Context: an optimization exercise on an open-source flow, tuned for small area, a short achievable clock period and few clock cycles per item. The choices shown serve that exercise and are no tape-out recipe.
At most, simulation tests tie the RTL to the original design; equivalence was not proved.

## stepper_ramp_pwm_rate_generator_top
module stepper_ramp_pwm_rate_generator_top (
    input  wire logic        clk,
    input  wire logic        rst_n,
    input  wire logic        cfg_we,
    input  wire logic [1:0]  cfg_addr,
    input  wire logic [27:0] cfg_wdata,
    input  wire logic        s_tvalid,
    output logic             s_tready,
    input  wire logic [55:0] s_tdata,
    output logic             m_tvalid,
    input  wire logic        m_tready,
    output logic [63:0]      m_tdata
);
Size in the first run: about 2000 cells after synthesis, about 280 flip-flops, ~19000 sq um of cells after synthesis.
Settings: LEC_CHECK=0, ABC_CLOCK_PERIOD_IN_PS=4000, CAP_MARGIN=20, CORE_MARGIN=2, CORE_UTILIZATION=40, SETUP_SLACK_MARGIN=4.0, SLEW_MARGIN=20; clock period 8.0 ns.
run.sh (not shown) runs the stock make flow with config.mk's settings and CLKGATE_MAP_FILE= SYNTH_SCRIPT=/design/flow/synth_recipe.tcl, a recipe that flattens the netlist after the stock synthesis.
==> next run, changes <==
ABC_CLOCK_PERIOD_IN_PS = 3500   (was 4000)
SETUP_SLACK_MARGIN = 4.5   (was 4.0)
Effect: The new run went through all stages and came out clean; hold slack hardly moves; area after synthesis stays the same; setup slack improves by 0.0067 ns.
No functional check of the RTL was part of any run of this note.

---

== north ==
stepper_ramp_pwm_rate_generator_top, a different RTL version from the one above (not shown whole).
Size in the first run: about 2,900 cells after synthesis, roughly 300 flip-flops.
clock: 8.0 ns
lec_check: 0
cap_margin: 20
core_margin: 2
core_utilization: 40
cts_buf_list: sky130_fd_sc_hd__clkbuf_4 sky130_fd_sc_hd__clkbuf_8
cts_cluster_size: 30
setup_slack_margin: 1.5
slew_margin: 20
No stage failed in north, and the final checks on the layout all came back clean.
Testbench counts of north, summed over its fixed seeds: cycles 6,290, items 2,000.
Setup changes, north to south
--- a/flow/config.mk
+++ b/flow/config.mk
@@ -13 +13 @@
-export SETUP_SLACK_MARGIN = 1.5
+export SETUP_SLACK_MARGIN = 2.0
[summary]
- [compare] base=north new=south: share of the cycle needed by the critical path after routing fell by 5.1 points; antenna cell count stayed essentially flat; setup slack rose by 0.41 ns; fraction of the core area covered by cells at the end of the flow rose by 0.76 points.
- In south, the maximum clock rate came out 7.0% above the value in north.
#### Input delta (east over south)
--- a/flow/config.mk
+++ b/flow/config.mk
@@ -7,0 +8 @@
+export ABC_CLOCK_PERIOD_IN_PS = 5000
@@ -13 +14 @@
-export SETUP_SLACK_MARGIN = 2.0
+export SETUP_SLACK_MARGIN = 3.0
Every run in the comparison, east and south, completed the flow with a clean layout. east vs. south: fill cell total of the finished layout dropped 229, fmax shows an increase of 0.0092 GHz, placed wire-length estimate increased by 0.74% relative to the old numbers. south ended up with sky130_fd_sc_hd__a2111o_1 as its cell with the largest stage delay on the worst path; east ended up with sky130_fd_sc_hd__a221o_1. Diff south -> east: floorplan die area neither gained nor lost much, number of multi-input combinational cells neither gained nor lost much, count of standard-cell rows neither gained nor lost much.
Changes in west relative to east:
==> flow/flow/run.sh (new file) <==
#!/bin/bash
# Standard layout, except that the port buffers are the smallest plain
# buffer (buf_1) instead of the delay buffer buffer_ports picks by default.
set -euo pipefail
export BUFFER_PORTS_ARGS="-buffer_cell sky130_fd_sc_hd__buf_1"
bash standard.sh > orfs_make.log 2>&1
==> flow/standard.sh (new file) <==
#!/bin/bash
# synth_recipe.tcl (not shown) runs the flow's synth.tcl, then flattens the netlist and writes it again
# the make line also repeats each setting of config.mk as NAME=value (left out here)
make -C /OpenROAD-flow-scripts/flow DESIGN_CONFIG=/design/flow/config.mk WORK_HOME=/design/flow/orfs CLKGATE_MAP_FILE= SYNTH_SCRIPT=/design/flow/synth_recipe.tcl "${@:-finish}"
--- a/flow/config.mk
+++ b/flow/config.mk
@@ -8 +7,0 @@
-export ABC_CLOCK_PERIOD_IN_PS = 5000
@@ -14 +13 @@
-export SETUP_SLACK_MARGIN = 3.0
+export SETUP_SLACK_MARGIN = 2.0
removed: flow/run.sh
Findings:
Sort east and west by number of global-route vias before repair desc -> top: east. west: PASS, flow complete, no timing, DRC or antenna violations. Utilization east -> west: down. Going from east to west, routing usage on met3 lost 1.4 points; wire length on met3 decreased about 14%; worst hold margin about even; length of routed met2 wiring down about 10%. west vs. east: worst setup slack lost 0.26 ns, worst-case setup slack after placement lost 0.26 ns. Detailed route, west vs east: via total lower for west. east ended up with rem_reg[13] as its last element of the critical path; west ended up with rem_reg[15].

---

Another version of the RTL of stepper_ramp_pwm_rate_generator_top (not shown whole).
For scale: roughly 2800 cells after synthesis, roughly 310 flip-flops, about 160 I/O pins, roughly 26000 µm² of cells after synthesis.
==> flow/config.mk <==
export PLATFORM = sky130hd
export DESIGN_NAME = stepper_ramp_pwm_rate_generator_top
export DESIGN_NICKNAME = stepper_ramp_pwm_rate_generator_top
export VERILOG_FILES = /design/flow/design.v
export SDC_FILE = /design/flow/constraint.sdc
export NUM_CORES = 4
export LEC_CHECK = 0
export CAP_MARGIN = 20
export CORE_MARGIN = 2
export CORE_UTILIZATION = 50
export CTS_BUF_LIST = sky130_fd_sc_hd__clkbuf_4 sky130_fd_sc_hd__clkbuf_8
export CTS_CLUSTER_SIZE = 30
export SETUP_SLACK_MARGIN = 2.5
export SLEW_MARGIN = 20
==> flow/constraint.sdc <==
create_clock -name core_clock -period 8.0 [get_ports {clk}]
set_input_delay 1.6000 -clock core_clock [delete_from_list [all_inputs] [get_ports {clk}]]
set_output_delay 1.6000 -clock core_clock [all_outputs]
set_load 0.01 [all_outputs]
standard.sh (not shown) runs the stock make flow with config.mk's settings and CLKGATE_MAP_FILE= SYNTH_SCRIPT=/design/flow/synth_recipe.tcl, a recipe that flattens the netlist after the stock synthesis.
==> flow/flow/run.sh <==
#!/bin/bash
# Standard layout, except that the port buffers are the smallest plain
# buffer (buf_1) instead of the delay buffer buffer_ports picks by default.
set -euo pipefail
export BUFFER_PORTS_ARGS="-buffer_cell sky130_fd_sc_hd__buf_1"
bash standard.sh > orfs_make.log 2>&1
Testbench counts at the start, summed over its fixed seeds: cycles 6,059, items 2,000.
Edit:
Settings changed: CTS_BUF_LIST sky130_fd_sc_hd__clkbuf_4 sky130_fd_sc_hd__clkbuf_8 to sky130_fd_sc_hd__clkbuf_8 sky130_fd_sc_hd__clkbuf_16, CTS_CLUSTER_DIAMETER from default to 80.
Effect:
- synthesized area does not change
- hold slack gains 10 ps
- sequential share of layout area came out higher by 0.27 points
- die area is unchanged
- synthesized cell count does not change
- final area came out lower by 0.95%
- core utilization came out lower by 0.56 points
Edit:
Settings changed: CORE_UTILIZATION 50 to 60, CTS_BUF_LIST sky130_fd_sc_hd__clkbuf_8 sky130_fd_sc_hd__clkbuf_16 to sky130_fd_sc_hd__clkbuf_4 sky130_fd_sc_hd__clkbuf_8, CTS_CLUSTER_DIAMETER 80 to default.
After rerunning:
- sequential share of layout area goes down by 0.22 points
- first-iteration DRC count falls by 1.2%
- die area decreases by 16%
- wire length decreases by 3.1%
- global-route usage increases by 5.1 points
- fmax shrinks by 2.8%
- final cell count goes down by 1.6%

---

stepper_ramp_pwm_rate_generator_top, a different RTL version from the one above (not shown whole).
Size in the first run: ~2500 cells after synthesis, about 300 flip-flops, about 160 I/O pins, about 0.023 mm2 of cells after synthesis.
make LEC_CHECK=0 ABC_CLOCK_PERIOD_IN_PS=4500 CAP_MARGIN=20 CORE_MARGIN=2 CORE_UTILIZATION=40 SETUP_SLACK_MARGIN=3.5 SLEW_MARGIN=20 finish   # period 8.0 ns
run.sh (not shown) runs the stock make flow with config.mk's settings and CLKGATE_MAP_FILE= SYNTH_SCRIPT=/design/flow/synth_recipe.tcl, a recipe that flattens the netlist after the stock synthesis.
Stock flow here: none of the scripts above is used.
Edit:
- ABC_CLOCK_PERIOD_IN_PS: 4500 -> 5000
- SETUP_SLACK_MARGIN: 3.5 -> 3.0
The new run finished clean.
Synthesized cell count stays the same.
Register-to-register slack improved by 130 ps.
Hold slack improved by 7.5 ps.
Core utilization goes down by 0.28 points.
Critical path depth drops by 1.
No run of this note included a check of the RTL's function; only the layout flow was run.

---

Another version of the RTL of stepper_ramp_pwm_rate_generator_top (not shown whole).
Size: roughly 2,600 cells after synthesis, roughly 160 I/O pins, roughly 24,000 µm² of cells after synthesis.
Settings: LEC_CHECK=0, ABC_CLOCK_PERIOD_IN_PS=5000, CAP_MARGIN=20, CORE_MARGIN=2, CORE_UTILIZATION=40, SETUP_SLACK_MARGIN=3.0, SLEW_MARGIN=20; clock period 8.0 ns.
Rerun with:
ABC_CLOCK_PERIOD_IN_PS = default   (was 5000)
SETUP_SLACK_MARGIN = default   (was 3.0)
Outcome: The new run produced a clean layout; die area is unchanged; worst setup slack degrades by 1.5 ns.
No functional check of the RTL was part of any run of this note.

---

RTL: one of the versions met above, not the one the previous note started from.
Size in the first run: ~2,900 cells after synthesis, ~160 I/O pins.
==> flow/design.v (excerpt) <==
module stepper_ramp_pwm_rate_generator_top (
    input  wire logic        clk,
    input  wire logic        rst_n,
    input  wire logic        cfg_we,
    input  wire logic [1:0]  cfg_addr,
    input  wire logic [27:0] cfg_wdata,
    input  wire logic        s_tvalid,
    output logic             s_tready,
    input  wire logic [55:0] s_tdata,
    output logic             m_tvalid,
    input  wire logic        m_tready,
    output logic [63:0]      m_tdata
);
Settings: LEC_CHECK=0, CAP_MARGIN=20, CORE_MARGIN=2, CORE_UTILIZATION=40, CTS_BUF_LIST=sky130_fd_sc_hd__clkbuf_4 sky130_fd_sc_hd__clkbuf_8, CTS_CLUSTER_SIZE=30, SETUP_SLACK_MARGIN=2.5, SLEW_MARGIN=20; clock period 8.0 ns.
Testbench counts at the start, summed over its fixed seeds: cycles 6,290, items 2,000.
==> next run, changes <==
==> flow/flow/run.sh (new file) <==
#!/bin/bash
# Standard layout, except that the port buffers are the smallest plain
# buffer (buf_1) instead of the delay buffer buffer_ports picks by default.
set -euo pipefail
export BUFFER_PORTS_ARGS="-buffer_cell sky130_fd_sc_hd__buf_1"
bash standard.sh > orfs_make.log 2>&1
==> flow/standard.sh (new file) <==
#!/bin/bash
# synth_recipe.tcl (not shown) runs the flow's synth.tcl, then flattens the netlist and writes it again
# the make line also repeats each setting of config.mk as NAME=value (left out here)
make -C /OpenROAD-flow-scripts/flow DESIGN_CONFIG=/design/flow/config.mk WORK_HOME=/design/flow/orfs CLKGATE_MAP_FILE= SYNTH_SCRIPT=/design/flow/synth_recipe.tcl "${@:-finish}"
removed: flow/run.sh
Effect: Wire length is lower by a few percent. Clock skew is lower by 0.029 ns. Fmax hardly moves.

==> what the ideal ports hide <==
Ports are ideal in the flow. The routed layouts listed here were re-timed in OpenROAD.
Step 1: set_driving_cell puts a clkbuf_16 on clk and a buf_2 on each other input, an assumption about the parent block.
Step 2, shift: input delay + t, output delay - t, t = (earliest + latest rising clock arrival at the registers) / 2. This alone moves slack from input paths to output paths.
Three values: ideal, step 1, step 2; two values: the first two.
run	t (ns)	setup WS [ns]	hold WS [ns]	pins driven straight from the clock port
the first run of note 1	0.597	3.254 / 3.254 / 3.254	0.448 / 0.448 / 0.448	1
the second run of note 1	0.602	3.261 / 3.261 / 3.261	0.449 / 0.449 / 0.449	1
north	0.726	1.759 / 1.759 / 1.208	0.409 / 0.409 / 0.409	1
south	0.728	2.166 / 2.166 / 1.564	0.414 / 0.414 / 0.414	1
east	0.720	2.463 / 2.463 / 1.943	0.447 / 0.447 / 0.447	1
west	0.724	2.201 / 2.201 / 1.631	0.449 / 0.449 / 0.449	1
the first run of note 3	0.726	2.542 / 2.542 / 1.977	0.441 / 0.441 / 0.441	1
the second run of note 3	0.639	2.579 / 2.579 / 1.997	0.451 / 0.451 / 0.451	1
the third run of note 3	0.691	2.421 / 2.421 / 1.914	0.441 / 0.441 / 0.441	1
the first run of note 4	0.605	2.415 / 2.415 / 2.415	0.444 / 0.444 / 0.444	1
the second run of note 4	0.608	2.548 / 2.548 / 2.548	0.452 / 0.452 / 0.452	1
the first run of note 5	0.608	2.804 / 2.804 / 2.722	0.457 / 0.457 / 0.457	1
the second run of note 5	0.618	1.332 / 1.332 / 1.332	0.462 / 0.462 / 0.462	1
the first run of note 6	0.736	2.469 / 2.469 / 1.859	0.439 / 0.439 / 0.439	1
the second run of note 6	0.718	2.455 / 2.455 / 1.930	0.442 / 0.442 / 0.442	1
After both steps every run listed still meets setup and hold. For the first run of note 6, which loses most, drivers alone change the setup slack by 0.000 ns; drivers and shift together by -0.610 ns.
